From an optimization exercise on the open Yosys and OpenROAD flow, aimed at small area, a short achievable clock period and few clock cycles per item; shortcuts taken in it are not production practice.
Function was checked by simulation only, so behaviour that the tests miss may differ from the original.
No activity file was given, so power comes from the tool's default toggle rates.

## sha256_hash_engine
module sha256_hash_engine (
   input  logic        clock,
   input  logic        reset,
   input  logic        req_valid,
   output logic        req_ready,
   input  logic [7:0]  req_data_byte,
   input  logic        req_byte_present,
   input  logic        req_message_end,
   output logic        rsp_valid,
   input  logic        rsp_ready,
   output logic [31:0] rsp_digest_word,
   output logic [2:0]  rsp_word_index,
   output logic        rsp_last_word
);
For scale: roughly 1700 flip-flops, ~81000 um2 of cells after synthesis.
make LEC_CHECK=0 CAP_MARGIN=20 CORE_MARGIN=2 CORE_UTILIZATION=40 PLACE_DENSITY=0.6 SETUP_SLACK_MARGIN=5 SLEW_MARGIN=20 finish   # period 10.0 ns
run.sh (not shown) runs the stock make flow with config.mk's settings and CLKGATE_MAP_FILE= SYNTH_SCRIPT=/design/flow/synth_recipe.tcl, a recipe that flattens the netlist after the stock synthesis.
The starting point finished with timing, DRC and antenna clean.
Testbench counts at the start, summed over its fixed seeds: cycles 24,047, messages 192.
Change:
--- a/flow/design.v
+++ b/flow/design.v
@@ -42,13 +42,13 @@
    input  logic        ld_en,       
    input  logic        first,       
    input  logic        fold_en,     
    input  logic        reinit,      
    input  logic [31:0] k_val,       
    input  logic [31:0] w_val,       
-   input  logic [2:0]  rd_idx,
+   input  logic [7:0]  rd_sel,      
    output logic [31:0] rd_word
 );
    function automatic [31:0] sha_rotr(input [31:0] x, input integer k);
       sha_rotr = (x >> k) | (x << (32 - k));
    endfunction
    function automatic [31:0] csa_s(input [31:0] x, input [31:0] y, input [31:0] z);
@@ -100,24 +100,16 @@
    assign ce    = csa_c(t1s, t1c, big1);
    assign new_e = ks_add(se, ce);
    assign sum_a = ha3 + wa;
    assign sum_e = he3 + we;
    assign hkw_h  = ld_en ? (first ? IV7 : he2) : wg;
    assign hkw_in = hkw_h + k_val + w_val;
-   always_comb begin
-      case (rd_idx)
-         3'd0: rd_word = ha0;
-         3'd1: rd_word = ha1;
-         3'd2: rd_word = ha2;
-         3'd3: rd_word = ha3;
-         3'd4: rd_word = he0;
-         3'd5: rd_word = he1;
-         3'd6: rd_word = he2;
-         default: rd_word = he3;
-      endcase
-   end
+   assign rd_word = ({32{rd_sel[0]}} & ha0) | ({32{rd_sel[1]}} & ha1) |
+                    ({32{rd_sel[2]}} & ha2) | ({32{rd_sel[3]}} & ha3) |
+                    ({32{rd_sel[4]}} & he0) | ({32{rd_sel[5]}} & he1) |
+                    ({32{rd_sel[6]}} & he2) | ({32{rd_sel[7]}} & he3);
    always_ff @(posedge clock) begin
       if (ld_en) begin
          if (first) begin
             {wa, wb, wc, wd} <= {IV0, IV1, IV2, IV3};
             {we, wf, wg, wh} <= {IV4, IV5, IV6, IV7};
          end else begin
@@ -214,12 +206,13 @@
    logic        w_valid, w_valid_n;     
    logic        w_first, w_first_n, w_final, w_final_n;
    logic        cur_final, cur_final_n;  
    logic        fold_pend, fold_pend_n;  
    logic        out_busy, out_busy_n;   
    logic [2:0]  oidx, oidx_n;
+   logic [7:0]  osel, osel_n;           
    logic        xfer, ib_free, req_take, pad_step, ib_shift, rnd_en, ld_en;
    logic        fold_en, out_take, reinit;
    logic [3:0]  wi;
    logic [1:0]  kb;
    logic        mh;
    logic [31:0] len_hi, len_lo, pad_word, mark_word, hash_word, w0;
@@ -265,13 +258,13 @@
       .ld_en   (ld_en),
       .first   (w_first),
       .fold_en (fold_en),
       .reinit  (reinit),
       .k_val   (sha_round_k(kn)),
       .w_val   (w0),
-      .rd_idx  (oidx),
+      .rd_sel  (osel),
       .rd_word (hash_word)
    );
    always_comb begin
       fill_n      = fill;
       blk_rdy_n   = blk_rdy;
       blk_final_n = blk_final;
@@ -321,12 +314,13 @@
       w_first_n   = w_first;
       w_final_n   = w_final;
       cur_final_n = cur_final;
       fold_pend_n = fold_pend;
       out_busy_n  = out_busy;
       oidx_n      = oidx;
+      osel_n      = osel;
       if (xfer) begin
          w_valid_n = 1'b1;
          w_first_n = msg_first;
          w_final_n = blk_final;
       end
       if (lcyc) begin
@@ -352,14 +346,16 @@
       end else if (!run && xfer) begin
          lcyc_n = 1'b1;
       end
       if (lcyc && fold_pend && cur_final) begin
          out_busy_n = 1'b1;
          oidx_n     = 3'd0;
+         osel_n     = 8'h01;
       end else if (out_take) begin
          oidx_n = oidx + 3'd1;
+         osel_n = {osel[6:0], osel[7]};
          if (oidx == 3'd7) begin
             out_busy_n = 1'b0;
          end
       end
    end
    assign stall_n = (rnd_en && kn == 6'd61 && out_busy) ||
@@ -385,12 +381,13 @@
          w_first   <= 1'b1;
          w_final   <= 1'b0;
          cur_final <= 1'b0;
          fold_pend <= 1'b0;
          out_busy  <= 1'b0;
          oidx      <= 3'd0;
+         osel      <= 8'h01;
       end else begin
          rdy_ff    <= !pad_n && !blk_rdy_n;
          fill      <= fill_n;
          blk_rdy   <= blk_rdy_n;
          blk_final <= blk_final_n;
          msg_first <= msg_first_n;
@@ -408,19 +405,20 @@
          w_first   <= w_first_n;
          w_final   <= w_final_n;
          cur_final <= cur_final_n;
          fold_pend <= fold_pend_n;
          out_busy  <= out_busy_n;
          oidx      <= oidx_n;
+         osel      <= osel_n;
       end
       if (req_take && req_byte_present) begin
          asm_word <= {asm_word[23:0], req_data_byte};
       end else if (pad_step) begin
          asm_word <= (mark_owed && kb != 2'd0) ? mark_word : pad_word;
       end
    end
    assign rsp_valid       = out_busy;
    assign rsp_digest_word = hash_word;
    assign rsp_word_index  = oidx;
-   assign rsp_last_word   = (oidx == 3'd7);
+   assign rsp_last_word   = osel[7];
 endmodule
 `default_nettype wire
Die area decreases by about 0.46%.
Maximum frequency goes up by about 7%.
Hold slack degrades by 0.015 ns.
Wire length came out lower by 2.2%.
Final cell count decreases by 1.1%.
Cell area decreases by about 1.9%.
Global-route usage decreases by 0.34 points.
Power is higher by 2.8%.
Non-clock buffer count drops by 71.
Sequential share of layout area came out higher by 1.0 points.
Core utilization came out lower by 0.78 points.
Testbench counts after the change, summed over its fixed seeds: cycles 24,047, messages 192.

---

## rev 12
Another version of the RTL of sha256_hash_engine (not shown whole).
Size in the first run: roughly 1700 flip-flops, about 82000 um^2 of cells after synthesis.
==> module sha_round_core, before the edit <==
module sha_round_core (
   input  logic        clock,
   input  logic        reset,
   input  logic        rnd_en,      
   input  logic        ld_en,       
   input  logic        first,       
   input  logic        fold_en,     
   input  logic        reinit,      
   input  logic [31:0] k_val,       
   input  logic [31:0] w_val,       
   input  logic [2:0]  rd_idx,
   output logic [31:0] rd_word
);
   function automatic [31:0] sha_rotr(input [31:0] x, input integer k);
      sha_rotr = (x >> k) | (x << (32 - k));
   endfunction
   function automatic [31:0] csa_s(input [31:0] x, input [31:0] y, input [31:0] z);
      csa_s = x ^ y ^ z;
   endfunction
   function automatic [31:0] csa_c(input [31:0] x, input [31:0] y, input [31:0] z);
      csa_c = ((x & y) | (x & z) | (y & z)) << 1;
   endfunction
   function automatic [31:0] ks_add(input [31:0] x, input [31:0] y);
      logic [31:0] g, p, gn, pn;
      g = x & y;
      p = x ^ y;
      for (int d = 1; d < 32; d = d * 2) begin
         gn = g;
         pn = p;
         for (int i = d; i < 32; i++) begin
            gn[i] = g[i] | (p[i] & g[i-d]);
            pn[i] = p[i] & p[i-d];
         end
         g = gn;
         p = pn;
      end
      ks_add = (x ^ y) ^ {g[30:0], 1'b0};
   endfunction
   localparam [31:0] IV0 = 32'h6a09e667, IV1 = 32'hbb67ae85,
                     IV2 = 32'h3c6ef372, IV3 = 32'ha54ff53a,
                     IV4 = 32'h510e527f, IV5 = 32'h9b05688c,
                     IV6 = 32'h1f83d9ab, IV7 = 32'h5be0cd19;
   logic [31:0] wa, wb, wc, wd, we, wf, wg, wh;
   logic [31:0] ha0, ha1, ha2, ha3, he0, he1, he2, he3;
   logic [31:0] hkw;
   logic [31:0] big1, pick, big0, vote, new_a, new_e;
   logic [31:0] sum_a, sum_e, hkw_h, hkw_in;
   logic [31:0] s1, c1, s2, c2, s3, c3, t1s, t1c, se, ce;
   assign big1  = sha_rotr(we, 6) ^ sha_rotr(we, 11) ^ sha_rotr(we, 25);
   assign pick  = (we & wf) ^ (~we & wg);
   assign big0  = sha_rotr(wa, 2) ^ sha_rotr(wa, 13) ^ sha_rotr(wa, 22);
   assign vote  = (wa & wb) ^ (wa & wc) ^ (wb & wc);
   assign s1    = csa_s(hkw, pick, vote);
   assign c1    = csa_c(hkw, pick, vote);
   assign s2    = csa_s(s1, big0, big1);
   assign c2    = csa_c(s1, big0, big1);
   assign s3    = csa_s(s2, c2, c1);
   assign c3    = csa_c(s2, c2, c1);
   assign new_a = ks_add(s3, c3);
   assign t1s   = csa_s(hkw, pick, wd);
   assign t1c   = csa_c(hkw, pick, wd);
   assign se    = csa_s(t1s, t1c, big1);
   assign ce    = csa_c(t1s, t1c, big1);
   assign new_e = ks_add(se, ce);
   assign sum_a = ha3 + wa;
   assign sum_e = he3 + we;
   assign hkw_h  = ld_en ? (first ? IV7 : he2) : wg;
   assign hkw_in = hkw_h + k_val + w_val;
   always_comb begin
      case (rd_idx)
         3'd0: rd_word = ha0;
         3'd1: rd_word = ha1;
         3'd2: rd_word = ha2;
         3'd3: rd_word = ha3;
         3'd4: rd_word = he0;
         3'd5: rd_word = he1;
         3'd6: rd_word = he2;
         default: rd_word = he3;
      endcase
   end
   always_ff @(posedge clock) begin
      if (ld_en) begin
         if (first) begin
            {wa, wb, wc, wd} <= {IV0, IV1, IV2, IV3};
            {we, wf, wg, wh} <= {IV4, IV5, IV6, IV7};
         end else begin
            {wa, wb, wc, wd} <= {sum_a, ha0, ha1, ha2};
            {we, wf, wg, wh} <= {sum_e, he0, he1, he2};
         end
      end else if (rnd_en) begin
         {wa, wb, wc, wd} <= {new_a, wa, wb, wc};
         {we, wf, wg, wh} <= {new_e, we, wf, wg};
      end
      if (ld_en || rnd_en) begin
         hkw <= hkw_in;
      end
   end
   always_ff @(posedge clock) begin
      if (reset || reinit) begin
         {ha0, ha1, ha2, ha3} <= {IV0, IV1, IV2, IV3};
         {he0, he1, he2, he3} <= {IV4, IV5, IV6, IV7};
      end else if (fold_en) begin
         {ha0, ha1, ha2, ha3} <= {sum_a, ha0, ha1, ha2};
         {he0, he1, he2, he3} <= {sum_e, he0, he1, he2};
      end
   end
endmodule
make LEC_CHECK=0 CAP_MARGIN=20 CORE_MARGIN=2 CORE_UTILIZATION=40 PLACE_DENSITY=0.6 SETUP_SLACK_MARGIN=5 SLEW_MARGIN=20 finish   # period 10.0 ns
Testbench counts of rev 12, summed over its fixed seeds: cycles 24,062, messages 192.
Here is what was changed in the inputs of rev 13 compared with rev 12.
--- a/flow/design.v
+++ b/flow/design.v
@@ -52,26 +52,4 @@
       sha_rotr = (x >> k) | (x << (32 - k));
    endfunction
-   function automatic [31:0] csa_s(input [31:0] x, input [31:0] y, input [31:0] z);
-      csa_s = x ^ y ^ z;
-   endfunction
-   function automatic [31:0] csa_c(input [31:0] x, input [31:0] y, input [31:0] z);
-      csa_c = ((x & y) | (x & z) | (y & z)) << 1;
-   endfunction
-   function automatic [31:0] ks_add(input [31:0] x, input [31:0] y);
-      logic [31:0] g, p, gn, pn;
-      g = x & y;
-      p = x ^ y;
-      for (int d = 1; d < 32; d = d * 2) begin
-         gn = g;
-         pn = p;
-         for (int i = d; i < 32; i++) begin
-            gn[i] = g[i] | (p[i] & g[i-d]);
-            pn[i] = p[i] & p[i-d];
-         end
-         g = gn;
-         p = pn;
-      end
-      ks_add = (x ^ y) ^ {g[30:0], 1'b0};
-   endfunction
    localparam [31:0] IV0 = 32'h6a09e667, IV1 = 32'hbb67ae85,
                      IV2 = 32'h3c6ef372, IV3 = 32'ha54ff53a,
@@ -83,21 +61,10 @@
    logic [31:0] big1, pick, big0, vote, new_a, new_e;
    logic [31:0] sum_a, sum_e, hkw_h, hkw_in;
-   logic [31:0] s1, c1, s2, c2, s3, c3, t1s, t1c, se, ce;
    assign big1  = sha_rotr(we, 6) ^ sha_rotr(we, 11) ^ sha_rotr(we, 25);
    assign pick  = (we & wf) ^ (~we & wg);
    assign big0  = sha_rotr(wa, 2) ^ sha_rotr(wa, 13) ^ sha_rotr(wa, 22);
    assign vote  = (wa & wb) ^ (wa & wc) ^ (wb & wc);
-   assign s1    = csa_s(hkw, pick, vote);
-   assign c1    = csa_c(hkw, pick, vote);
-   assign s2    = csa_s(s1, big0, big1);
-   assign c2    = csa_c(s1, big0, big1);
-   assign s3    = csa_s(s2, c2, c1);
-   assign c3    = csa_c(s2, c2, c1);
-   assign new_a = ks_add(s3, c3);
-   assign t1s   = csa_s(hkw, pick, wd);
-   assign t1c   = csa_c(hkw, pick, wd);
-   assign se    = csa_s(t1s, t1c, big1);
-   assign ce    = csa_c(t1s, t1c, big1);
-   assign new_e = ks_add(se, ce);
+   assign new_e = wd + hkw + big1 + pick;
+   assign new_a = hkw + big1 + pick + big0 + vote;
    assign sum_a = ha3 + wa;
    assign sum_e = he3 + we;
Findings:
STATUS via count of the routed design: rev 13 loses against rev 12. Diff rev 13 and rev 12: part of the cycle the worst path needs higher in rev 13. The cell area reported after detailed placement was comparable across rev 13 and rev 12. Between rev 13 and rev 12, final worst setup slack is lower for rev 13, rev 12 comes in above that. Against rev 12, rev 13 reports a fraction of area in multi-input gates that is higher.
Testbench counts of rev 13, summed over its fixed seeds: cycles 24,062, messages 192.

---

Setup of trial 29:
sha256_hash_engine, a different RTL version from the one above (not shown whole).
Size in the first run: ~8,600 cells after synthesis, ~81,000 µm² of cells after synthesis.
## sha256_hash_engine
module sha256_hash_engine (
   input  logic        clock,
   input  logic        reset,
   input  logic        req_valid,
   output logic        req_ready,
   input  logic [7:0]  req_data_byte,
   input  logic        req_byte_present,
   input  logic        req_message_end,
   output logic        rsp_valid,
   input  logic        rsp_ready,
   output logic [31:0] rsp_digest_word,
   output logic [2:0]  rsp_word_index,
   output logic        rsp_last_word
);
==> flow/config.mk <==
export PLATFORM = sky130hd
export DESIGN_NAME = sha256_hash_engine
export DESIGN_NICKNAME = sha256_hash_engine
export VERILOG_FILES = /design/flow/design.v
export SDC_FILE = /design/flow/constraint.sdc
export NUM_CORES = 4
export LEC_CHECK = 0
export CAP_MARGIN = 20
export CORE_MARGIN = 2
export CORE_UTILIZATION = 50
export CTS_CLUSTER_DIAMETER = 100
export CTS_CLUSTER_SIZE = 20
export PLACE_DENSITY = 0.7
export SETUP_SLACK_MARGIN = 5
export SLEW_MARGIN = 20
==> flow/constraint.sdc <==
create_clock -name core_clock -period 10.0 [get_ports {clock}]
set_input_delay 2.0000 -clock core_clock [delete_from_list [all_inputs] [get_ports {clock}]]
set_output_delay 2.0000 -clock core_clock [all_outputs]
set_load 0.01 [all_outputs]
Testbench counts of trial 29, summed over its fixed seeds: cycles 23,898, messages 192.
The inputs of build 54 differ from those of trial 29 as listed below.
-- flow/design.v --
<<< trial 29, line 211
   logic [2:0]  oidx, oidx_n;
   logic [7:0]  osel, osel_n;           
   logic        xfer, xfer_n, ib_free, req_take, pad_step, ib_shift, rnd_en, ld_en;
   logic        fold_en, out_take, reinit;
   logic [3:0]  wi;
>>> build 54, line 211
   logic [2:0]  oidx, oidx_n;
   logic [7:0]  osel, osel_n;           
   logic        xfer, ib_free, req_take, pad_step, ib_shift, rnd_en, ld_en;
   logic        fold_en, out_take, reinit;
   logic [3:0]  wi;
<<< trial 29, line 359
      end
   end
   assign xfer_n = blk_rdy_n && ((!run_n && !lcyc_n) || (run_n && kn_n == 6'd0) ||
                                 (lcyc_n && !w_valid_n));
   assign stall_n = (rnd_en && kn == 6'd61 && out_busy) ||
                    (stall && (out_busy || srot != 4'd15));
>>> build 54, line 359
      end
   end
   assign stall_n = (rnd_en && kn == 6'd61 && out_busy) ||
                    (stall && (out_busy || srot != 4'd15));
<<< trial 29, line 389
         osel      <= 8'h01;
      end else begin
         rdy_ff    <= !pad_n && (!blk_rdy_n || xfer_n);
         fill      <= fill_n;
         blk_rdy   <= blk_rdy_n;
>>> build 54, line 387
         osel      <= 8'h01;
      end else begin
         rdy_ff    <= !pad_n && !blk_rdy_n;
         fill      <= fill_n;
         blk_rdy   <= blk_rdy_n;
==> notes.md <==
Looking at multi-input logic area, build 54 sits about 1.4% below trial 29. Build 54 has die area below what trial 29 had. Between trial 29 and build 54, the mean post-synth cell area does not differ in any meaningful way. Build 54 contains fewer vias than trial 29. Going from trial 29 to build 54, detailed-routed wire length on met2 shrinks by 500 µm. Against trial 29, area of the mapped netlist in build 54 fell slightly.
Testbench counts of build 54, summed over its fixed seeds: cycles 24,047, messages 192.

[separate check: timing with driven ports]
Ports are ideal in the flow. The routed layouts listed here were re-timed in OpenROAD.
Step 1: set_driving_cell puts a clkbuf_16 on clock and a buf_2 on each other input, an assumption about the parent block.
Step 2 moves the port delays by t, midway between the first and last clock arrival at a register: inputs arrive t later, outputs are due t later. That takes back most of the time a late clock gives input paths.
a / b / c = ideal ports / drivers / drivers and shift; a / b = the first two.
run	shift t [ns]	slack for setup (ns)	slew at the worst register clock pin (ns)	pins driven straight from the clock port
the first run of note 1	0.919	4.607 / 4.524 / 4.271	0.07 / 0.07	1
the second run of note 1	0.907	4.964 / 4.947 / 4.273	0.07 / 0.07	1
rev 12	0.901	5.012 / 5.012 / 4.855	0.07 / 0.07	1
rev 13	0.916	4.721 / 4.721 / 4.721	0.07 / 0.07	1
trial 29	0.824	4.715 / 4.715 / 4.516	0.10 / 0.10	1
build 54	0.837	4.955 / 4.862 / 4.341	0.11 / 0.11	1
After both steps every run listed still meets setup and hold. For the second run of note 1, which loses most, drivers alone change the setup slack by -0.017 ns; drivers and shift together by -0.691 ns.
